What follows belongs to an exercise in optimizing a design on an open flow for small area; a production flow would make more cautious choices.
The RTL was checked by simulation tests, not by an equivalence proof against the original design.

==> inputs of run H <==
Design snakeArenaTop, start of the top module:
module snakeArenaTop #(
	parameter int NUM_VENOMS = 3,
	parameter int MAX_HEALTH = 3
) (
	input  logic       vga_clk,
	input  logic       rstN,
	input  snakeArenaPkg::coordT      drawX,
	input  snakeArenaPkg::coordT      drawY,
	input  logic       blank,
	input  snakeArenaPkg::coordT      snake1X,
	input  snakeArenaPkg::coordT      snake1Y,
	input  snakeArenaPkg::coordT      snake2X,
	input  snakeArenaPkg::coordT      snake2Y,
	input  logic [NUM_VENOMS*10-1:0]      venomX,
	input  logic [NUM_VENOMS*10-1:0]      venomY,
	input  logic [NUM_VENOMS*10-1:0]      venomR,
	input  logic [NUM_VENOMS-1:0] venomActive,
	input  snakeArenaPkg::pixelColor  bgPixel,
	input  snakeArenaPkg::pixelColor  snake1Pixel,
	input  snakeArenaPkg::pixelColor  snake2Pixel,
	output logic [3:0] red,
	output logic [3:0] green,
	output logic [3:0] blue,
	output snakeArenaPkg::healthT     snake2Health,
	output logic       snake1Won
);
	logic snake1On;
	logic snake2On;
	logic [NUM_VENOMS-1:0] venomOn;
	logic heartOn;
	spriteHitTest #(
		.NUM_VENOMS(NUM_VENOMS)
	) i_spriteHitTest (
		.drawX(drawX), .drawY(drawY),
		.snake1X(snake1X), .snake1Y(snake1Y),
		.snake2X(snake2X), .snake2Y(snake2Y),
		.venomX(venomX), .venomY(venomY), .venomR(venomR),
		.venomActive(venomActive),
		.snake1Pixel(snake1Pixel), .snake2Pixel(snake2Pixel),
		.snake1On(snake1On), .snake2On(snake2On), .venomOn(venomOn)
	);
	logic anyVenom;
  ...
clock: 14.0 ns
lec_check: 0
cap_margin: 20
core_margin: 2
core_utilization: 40
cts_buf_list: sky130_fd_sc_hd__clkbuf_4
slew_margin: 20
synth_hierarchical: 1
standard.sh (not shown) runs the stock make flow with config.mk's settings and CLKGATE_MAP_FILE= SYNTH_SCRIPT=/design/flow/synth_recipe.tcl, a recipe that flattens the netlist after the stock synthesis.
==> flow/flow/run.sh <==
#!/bin/bash
# The standard layout, with each port buffered by the smallest buffer
# (buf_1) instead of the one buffer_ports picks by default.
set -euo pipefail
export BUFFER_PORTS_ARGS="-buffer_cell sky130_fd_sc_hd__buf_1"
bash standard.sh > standard.log 2>&1
==> run P (differences from run H) <==
--- a/flow/design.v
+++ b/flow/design.v
@@ -37,18 +37,18 @@
 	input  snakeArenaPkg::pixelColor snake1Pixel,
 	input  snakeArenaPkg::pixelColor snake2Pixel,
 	output logic      snake1On,
 	output logic      snake2On,
 	output logic [NUM_VENOMS-1:0] venomOn
 );
 	snakeArenaPkg::coordT nx;
 	snakeArenaPkg::coordT ny;
-	assign nx = ~drawX;
-	assign ny = ~drawY;
+	assign nx = {~drawX[9:1], drawX[0]};
+	assign ny = {~drawY[9:1], drawY[0]};
 	logic s1x, s1y, s2x, s2y;
 	headAxis i_s1x (.np(nx), .c(snake1X), .near(s1x));
 	headAxis i_s1y (.np(ny), .c(snake1Y), .near(s1y));
 	headAxis i_s2x (.np(nx), .c(snake2X), .near(s2x));
 	headAxis i_s2y (.np(ny), .c(snake2Y), .near(s2y));
 	assign snake1On = s1x && s1y && (snake1Pixel.raw != TRANSPARENT_KEY);
 	assign snake2On = s2x && s2y && (snake2Pixel.raw != TRANSPARENT_KEY);
 	for (genvar i = 0; i < NUM_VENOMS; i++) begin : gVenom
@@ -56,26 +56,40 @@
 		venomCircle i_circle (
 			.nx(nx), .ny(ny),
 			.cx(venomX[10*i +: 10]), .cy(venomY[10*i +: 10]), .r(venomR[10*i +: 10]),
 			.hit(hit)
 		);
 		assign venomOn[i] = venomActive[i] && hit;
 	end
 endmodule
+module xorCell (
+	input  logic a,
+	input  logic b,
+	output logic y
+);
+	assign y = a ^ b;
+endmodule
+module ornCell (
+	input  logic a,
+	input  logic b,
+	output logic y
+);
+	assign y = a | ~b;
+endmodule
 module headAxis (
 	input  logic [9:0] np,
 	input  logic [9:0] c,
 	output logic       near
 );
 	logic [10:1] k;
 	logic [9:0] d;
 	logic neg;
-	assign d[0] = ~(c[0] ^ np[0]);
-	assign k[1] = c[0] | np[0];
+	xorCell u_s0 (.a(c[0]), .b(np[0]), .y(d[0]));
+	ornCell u_k1 (.a(c[0]), .b(np[0]), .y(k[1]));
 	for (genvar i = 1; i < 10; i++) begin : gBit
 		fullAdd u_fa (.a(c[i]), .b(np[i]), .c(k[i]), .s(d[i]), .co(k[i+1]));
 	end
 	assign neg = ~k[10];
 	assign near = neg ? ((&d[9:4]) && (d[3:0] >= 4'd5)) :
 		(~(|d[9:4]) && (d[3:0] <= 4'd12));
 endmodule
 module fullAdd (
@@ -658,29 +672,29 @@
 	logic fc544;
 	logic mc545;
 	logic fs546;
 	logic fc547;
 	logic fs548;
 	logic fc549;
 	logic ac550;
 	logic s551;
-	assign tx_1 = ~(cx[0] ^ nx[0]);
-	assign kx_2 = cx[0] | nx[0];
+	xorCell u2s (.a(cx[0]), .b(nx[0]), .y(tx_1));
+	ornCell u2k (.a(cx[0]), .b(nx[0]), .y(kx_2));
 	fullAdd u4 (.a(cx[1]), .b(nx[1]), .c(kx_2), .s(fs3), .co(fc4));
 	fullAdd u6 (.a(cx[2]), .b(nx[2]), .c(fc4), .s(fs5), .co(fc6));
 	fullAdd u8 (.a(cx[3]), .b(nx[3]), .c(fc6), .s(fs7), .co(fc8));
 	fullAdd u10 (.a(cx[4]), .b(nx[4]), .c(fc8), .s(fs9), .co(fc10));
 	fullAdd u12 (.a(cx[5]), .b(nx[5]), .c(fc10), .s(fs11), .co(fc12));
 	fullAdd u14 (.a(cx[6]), .b(nx[6]), .c(fc12), .s(fs13), .co(fc14));
 	fullAdd u16 (.a(cx[7]), .b(nx[7]), .c(fc14), .s(fs15), .co(fc16));
 	fullAdd u18 (.a(cx[8]), .b(nx[8]), .c(fc16), .s(fs17), .co(fc18));
 	fullAdd u20 (.a(cx[9]), .b(nx[9]), .c(fc18), .s(fs19), .co(fc20));
-	assign ty_21 = ~(cy[0] ^ ny[0]);
-	assign ky_22 = cy[0] | ny[0];
+	xorCell u22s (.a(cy[0]), .b(ny[0]), .y(ty_21));
+	ornCell u22k (.a(cy[0]), .b(ny[0]), .y(ky_22));
 	fullAdd u24 (.a(cy[1]), .b(ny[1]), .c(ky_22), .s(fs23), .co(fc24));
 	fullAdd u26 (.a(cy[2]), .b(ny[2]), .c(fc24), .s(fs25), .co(fc26));
 	fullAdd u28 (.a(cy[3]), .b(ny[3]), .c(fc26), .s(fs27), .co(fc28));
 	fullAdd u30 (.a(cy[4]), .b(ny[4]), .c(fc28), .s(fs29), .co(fc30));
 	fullAdd u32 (.a(cy[5]), .b(ny[5]), .c(fc30), .s(fs31), .co(fc32));
 	fullAdd u34 (.a(cy[6]), .b(ny[6]), .c(fc32), .s(fs33), .co(fc34));
 	fullAdd u36 (.a(cy[7]), .b(ny[7]), .c(fc34), .s(fs35), .co(fc36));
 	fullAdd u38 (.a(cy[8]), .b(ny[8]), .c(fc36), .s(fs37), .co(fc38));
@@ -1046,25 +1060,24 @@
 	input  logic   venomOn,
 	input  logic   hitLatch,
 	input  snakeArenaPkg::healthT snake2Health,
 	input  logic   snake1Won,
 	output logic   hitLatchNext,
 	output snakeArenaPkg::healthT snake2HealthNext,
 	output logic   snake1WonNext
 );
-	logic hitNow;
 	logic frameStart;
 	logic lose;
-	assign hitNow = snake2On && venomOn;
-	assign frameStart = (drawX == '0) && (drawY == '0);
-	assign hitLatchNext = frameStart ? hitNow : (hitLatch || hitNow);
-	assign lose = frameStart && hitLatch && (snake2Health != '0);
-	assign snake2HealthNext = lose ? snake2Health - 1'b1 : snake2Health;
-	assign snake1WonNext = snake1Won || (lose && (snake2Health == snakeArenaPkg::healthT'(1)));
+	assign frameStart = ~(|drawX) & ~(|drawY);
+	assign hitLatchNext = (snake2On & venomOn) | (hitLatch & ~frameStart);
+	assign lose = frameStart & hitLatch & (snake2Health[1] | snake2Health[0]);
+	assign snake2HealthNext[0] = snake2Health[0] ^ lose;
+	assign snake2HealthNext[1] = snake2Health[1] ^ (lose & ~snake2Health[0]);
+	assign snake1WonNext = snake1Won | (lose & snake2Health[0] & ~snake2Health[1]);
 endmodule
 `timescale 1ns/1ps
 import snakeArenaPkg::*;
 module heartOverlay #(
 	parameter int MAX_HEALTH = 3
 ) (
 	input  snakeArenaPkg::coordT  drawX,
 	input  snakeArenaPkg::coordT  drawY,
@@ -1108,33 +1121,47 @@
 	assign heartN = ~(blank & heartOn);
 	for (genvar b = 0; b < 12; b++) begin : gBit
 		pixSel i_sel (
 			.e1(use1), .e2(use2), .e3(useBg),
 			.a(snake1Pixel.raw[b]), .b(snake2Pixel.raw[b]), .c(bgPixel.raw[b]),
 			.yN(selN[b])
 		);
 		if (HEART_COLOR[b]) begin : gRed
-			assign nextPix.raw[b] = ~((selN[b] | passN) & heartN);
+			pixGate #(.FORCE(1'b1)) i_gate (.selN(selN[b]), .passN(passN), .heartN(heartN), .y(nextPix.raw[b]));
 		end else begin : gOther
-			assign nextPix.raw[b] = ~(selN[b] | passN);
+			pixGate #(.FORCE(1'b0)) i_gate (.selN(selN[b]), .passN(passN), .heartN(heartN), .y(nextPix.raw[b]));
 		end
 	end
 endmodule
 module pixSel (
 	input  logic e1,
 	input  logic e2,
 	input  logic e3,
 	input  logic a,
 	input  logic b,
 	input  logic c,
 	output logic yN
 );
 	assign yN = ~((e1 & a) | (e2 & b) | (e3 & c));
 endmodule
+module pixGate #(
+	parameter logic FORCE = 1'b0
+) (
+	input  logic selN,
+	input  logic passN,
+	input  logic heartN,
+	output logic y
+);
+	if (FORCE) begin : gForce
+		assign y = ~((selN | passN) & heartN);
+	end else begin : gPass
+		assign y = ~(selN | passN);
+	end
+endmodule
 `timescale 1ns/1ps
 import snakeArenaPkg::*;
 module snakeArenaTop #(
 	parameter int NUM_VENOMS = 3,
 	parameter int MAX_HEALTH = 3
 ) (
 	input  logic       vga_clk,
 	input  logic       rstN,
Settings changed: GPL_TIMING_DRIVEN set to 0.
==> run M (differences from run H) <==
--- a/flow/design.v
+++ b/flow/design.v
@@ -37,18 +37,18 @@
 	input  snakeArenaPkg::pixelColor snake1Pixel,
 	input  snakeArenaPkg::pixelColor snake2Pixel,
 	output logic      snake1On,
 	output logic      snake2On,
 	output logic [NUM_VENOMS-1:0] venomOn
 );
 	snakeArenaPkg::coordT nx;
 	snakeArenaPkg::coordT ny;
-	assign nx = ~drawX;
-	assign ny = ~drawY;
+	assign nx = {~drawX[9:1], drawX[0]};
+	assign ny = {~drawY[9:1], drawY[0]};
 	logic s1x, s1y, s2x, s2y;
 	headAxis i_s1x (.np(nx), .c(snake1X), .near(s1x));
 	headAxis i_s1y (.np(ny), .c(snake1Y), .near(s1y));
 	headAxis i_s2x (.np(nx), .c(snake2X), .near(s2x));
 	headAxis i_s2y (.np(ny), .c(snake2Y), .near(s2y));
 	assign snake1On = s1x && s1y && (snake1Pixel.raw != TRANSPARENT_KEY);
 	assign snake2On = s2x && s2y && (snake2Pixel.raw != TRANSPARENT_KEY);
 	for (genvar i = 0; i < NUM_VENOMS; i++) begin : gVenom
@@ -56,26 +56,40 @@
 		venomCircle i_circle (
 			.nx(nx), .ny(ny),
 			.cx(venomX[10*i +: 10]), .cy(venomY[10*i +: 10]), .r(venomR[10*i +: 10]),
 			.hit(hit)
 		);
 		assign venomOn[i] = venomActive[i] && hit;
 	end
 endmodule
+module xorCell (
+	input  logic a,
+	input  logic b,
+	output logic y
+);
+	assign y = a ^ b;
+endmodule
+module ornCell (
+	input  logic a,
+	input  logic b,
+	output logic y
+);
+	assign y = a | ~b;
+endmodule
 module headAxis (
 	input  logic [9:0] np,
 	input  logic [9:0] c,
 	output logic       near
 );
 	logic [10:1] k;
 	logic [9:0] d;
 	logic neg;
-	assign d[0] = ~(c[0] ^ np[0]);
-	assign k[1] = c[0] | np[0];
+	xorCell u_s0 (.a(c[0]), .b(np[0]), .y(d[0]));
+	ornCell u_k1 (.a(c[0]), .b(np[0]), .y(k[1]));
 	for (genvar i = 1; i < 10; i++) begin : gBit
 		fullAdd u_fa (.a(c[i]), .b(np[i]), .c(k[i]), .s(d[i]), .co(k[i+1]));
 	end
 	assign neg = ~k[10];
 	assign near = neg ? ((&d[9:4]) && (d[3:0] >= 4'd5)) :
 		(~(|d[9:4]) && (d[3:0] <= 4'd12));
 endmodule
 module fullAdd (
@@ -658,29 +672,29 @@
 	logic fc544;
 	logic mc545;
 	logic fs546;
 	logic fc547;
 	logic fs548;
 	logic fc549;
 	logic ac550;
 	logic s551;
-	assign tx_1 = ~(cx[0] ^ nx[0]);
-	assign kx_2 = cx[0] | nx[0];
+	xorCell u2s (.a(cx[0]), .b(nx[0]), .y(tx_1));
+	ornCell u2k (.a(cx[0]), .b(nx[0]), .y(kx_2));
 	fullAdd u4 (.a(cx[1]), .b(nx[1]), .c(kx_2), .s(fs3), .co(fc4));
 	fullAdd u6 (.a(cx[2]), .b(nx[2]), .c(fc4), .s(fs5), .co(fc6));
 	fullAdd u8 (.a(cx[3]), .b(nx[3]), .c(fc6), .s(fs7), .co(fc8));
 	fullAdd u10 (.a(cx[4]), .b(nx[4]), .c(fc8), .s(fs9), .co(fc10));
 	fullAdd u12 (.a(cx[5]), .b(nx[5]), .c(fc10), .s(fs11), .co(fc12));
 	fullAdd u14 (.a(cx[6]), .b(nx[6]), .c(fc12), .s(fs13), .co(fc14));
 	fullAdd u16 (.a(cx[7]), .b(nx[7]), .c(fc14), .s(fs15), .co(fc16));
 	fullAdd u18 (.a(cx[8]), .b(nx[8]), .c(fc16), .s(fs17), .co(fc18));
 	fullAdd u20 (.a(cx[9]), .b(nx[9]), .c(fc18), .s(fs19), .co(fc20));
-	assign ty_21 = ~(cy[0] ^ ny[0]);
-	assign ky_22 = cy[0] | ny[0];
+	xorCell u22s (.a(cy[0]), .b(ny[0]), .y(ty_21));
+	ornCell u22k (.a(cy[0]), .b(ny[0]), .y(ky_22));
 	fullAdd u24 (.a(cy[1]), .b(ny[1]), .c(ky_22), .s(fs23), .co(fc24));
 	fullAdd u26 (.a(cy[2]), .b(ny[2]), .c(fc24), .s(fs25), .co(fc26));
 	fullAdd u28 (.a(cy[3]), .b(ny[3]), .c(fc26), .s(fs27), .co(fc28));
 	fullAdd u30 (.a(cy[4]), .b(ny[4]), .c(fc28), .s(fs29), .co(fc30));
 	fullAdd u32 (.a(cy[5]), .b(ny[5]), .c(fc30), .s(fs31), .co(fc32));
 	fullAdd u34 (.a(cy[6]), .b(ny[6]), .c(fc32), .s(fs33), .co(fc34));
 	fullAdd u36 (.a(cy[7]), .b(ny[7]), .c(fc34), .s(fs35), .co(fc36));
 	fullAdd u38 (.a(cy[8]), .b(ny[8]), .c(fc36), .s(fs37), .co(fc38));
@@ -1046,25 +1060,24 @@
 	input  logic   venomOn,
 	input  logic   hitLatch,
 	input  snakeArenaPkg::healthT snake2Health,
 	input  logic   snake1Won,
 	output logic   hitLatchNext,
 	output snakeArenaPkg::healthT snake2HealthNext,
 	output logic   snake1WonNext
 );
-	logic hitNow;
 	logic frameStart;
 	logic lose;
-	assign hitNow = snake2On && venomOn;
-	assign frameStart = (drawX == '0) && (drawY == '0);
-	assign hitLatchNext = frameStart ? hitNow : (hitLatch || hitNow);
-	assign lose = frameStart && hitLatch && (snake2Health != '0);
-	assign snake2HealthNext = lose ? snake2Health - 1'b1 : snake2Health;
-	assign snake1WonNext = snake1Won || (lose && (snake2Health == snakeArenaPkg::healthT'(1)));
+	assign frameStart = ~(|drawX) & ~(|drawY);
+	assign hitLatchNext = (snake2On & venomOn) | (hitLatch & ~frameStart);
+	assign lose = frameStart & hitLatch & (snake2Health[1] | snake2Health[0]);
+	assign snake2HealthNext[0] = snake2Health[0] ^ lose;
+	assign snake2HealthNext[1] = snake2Health[1] ^ (lose & ~snake2Health[0]);
+	assign snake1WonNext = snake1Won | (lose & snake2Health[0] & ~snake2Health[1]);
 endmodule
 `timescale 1ns/1ps
 import snakeArenaPkg::*;
 module heartOverlay #(
 	parameter int MAX_HEALTH = 3
 ) (
 	input  snakeArenaPkg::coordT  drawX,
 	input  snakeArenaPkg::coordT  drawY,
==> flow/run.sh (new file) <==
#!/bin/bash
# synth_recipe.tcl (not shown) runs the flow's synth.tcl, then flattens the netlist and writes it again
# the make line also repeats each setting of config.mk as NAME=value (left out here)
make -C /OpenROAD-flow-scripts/flow DESIGN_CONFIG=/design/flow/config.mk WORK_HOME=/design/flow/orfs CLKGATE_MAP_FILE= SYNTH_SCRIPT=/design/flow/synth_recipe.tcl finish
Settings changed: GPL_TIMING_DRIVEN set to 0.
removed: flow/flow/run.sh
removed: flow/standard.sh
==> notes <==
- Die area: run P < run M < run H.
- Clock skew, highest first: run P, run H, run M.
- Register-to-register slack: run H < run P < run M.
- The highest via count belongs to run H, the lowest to run M.
- Of run M and run H, run H has the higher worst setup slack (gap 0.71 ns).
- Of run M and run H, run H has the higher sequential share of layout area (gap 0.15 points).
- The lowest global-route usage belongs to run M, the highest to run H.
- Non-clock buffer count: run H > run M > run P.

[static timing again, ports no longer ideal]
In the flow no input, the clock included, has a driving cell. The finished layouts below were timed again as built, in two steps.
Step 1: set_driving_cell puts a clkbuf_16 on vga_clk and a buf_2 on each other input, an assumption about the parent block.
Step 2 adds t to the input delays and takes it off the output delays; t is the mean of the earliest and latest rising clock arrival at the registers after step 1. Input paths then give back, and output paths get back, about the clock's delay inside the block.
a / b / c = no drivers / after step 1 / after step 2; a / b = the first two.
| run | t (ns) | slack for setup (ns) | worst setup path after step 2 |
|---|---|---|---|
| run H | 0.302 | 1.183 / 1.151 / 0.849 | input to register |
| run P | 0.310 | 0.775 / 0.767 / 0.457 | input to register |
| run M | 0.306 | 0.470 / 0.462 / 0.156 | input to register |
After both steps every run listed still meets setup and hold. The setup slack of run H, which loses most, moves by -0.032 ns with the drivers and by -0.334 ns with both steps.
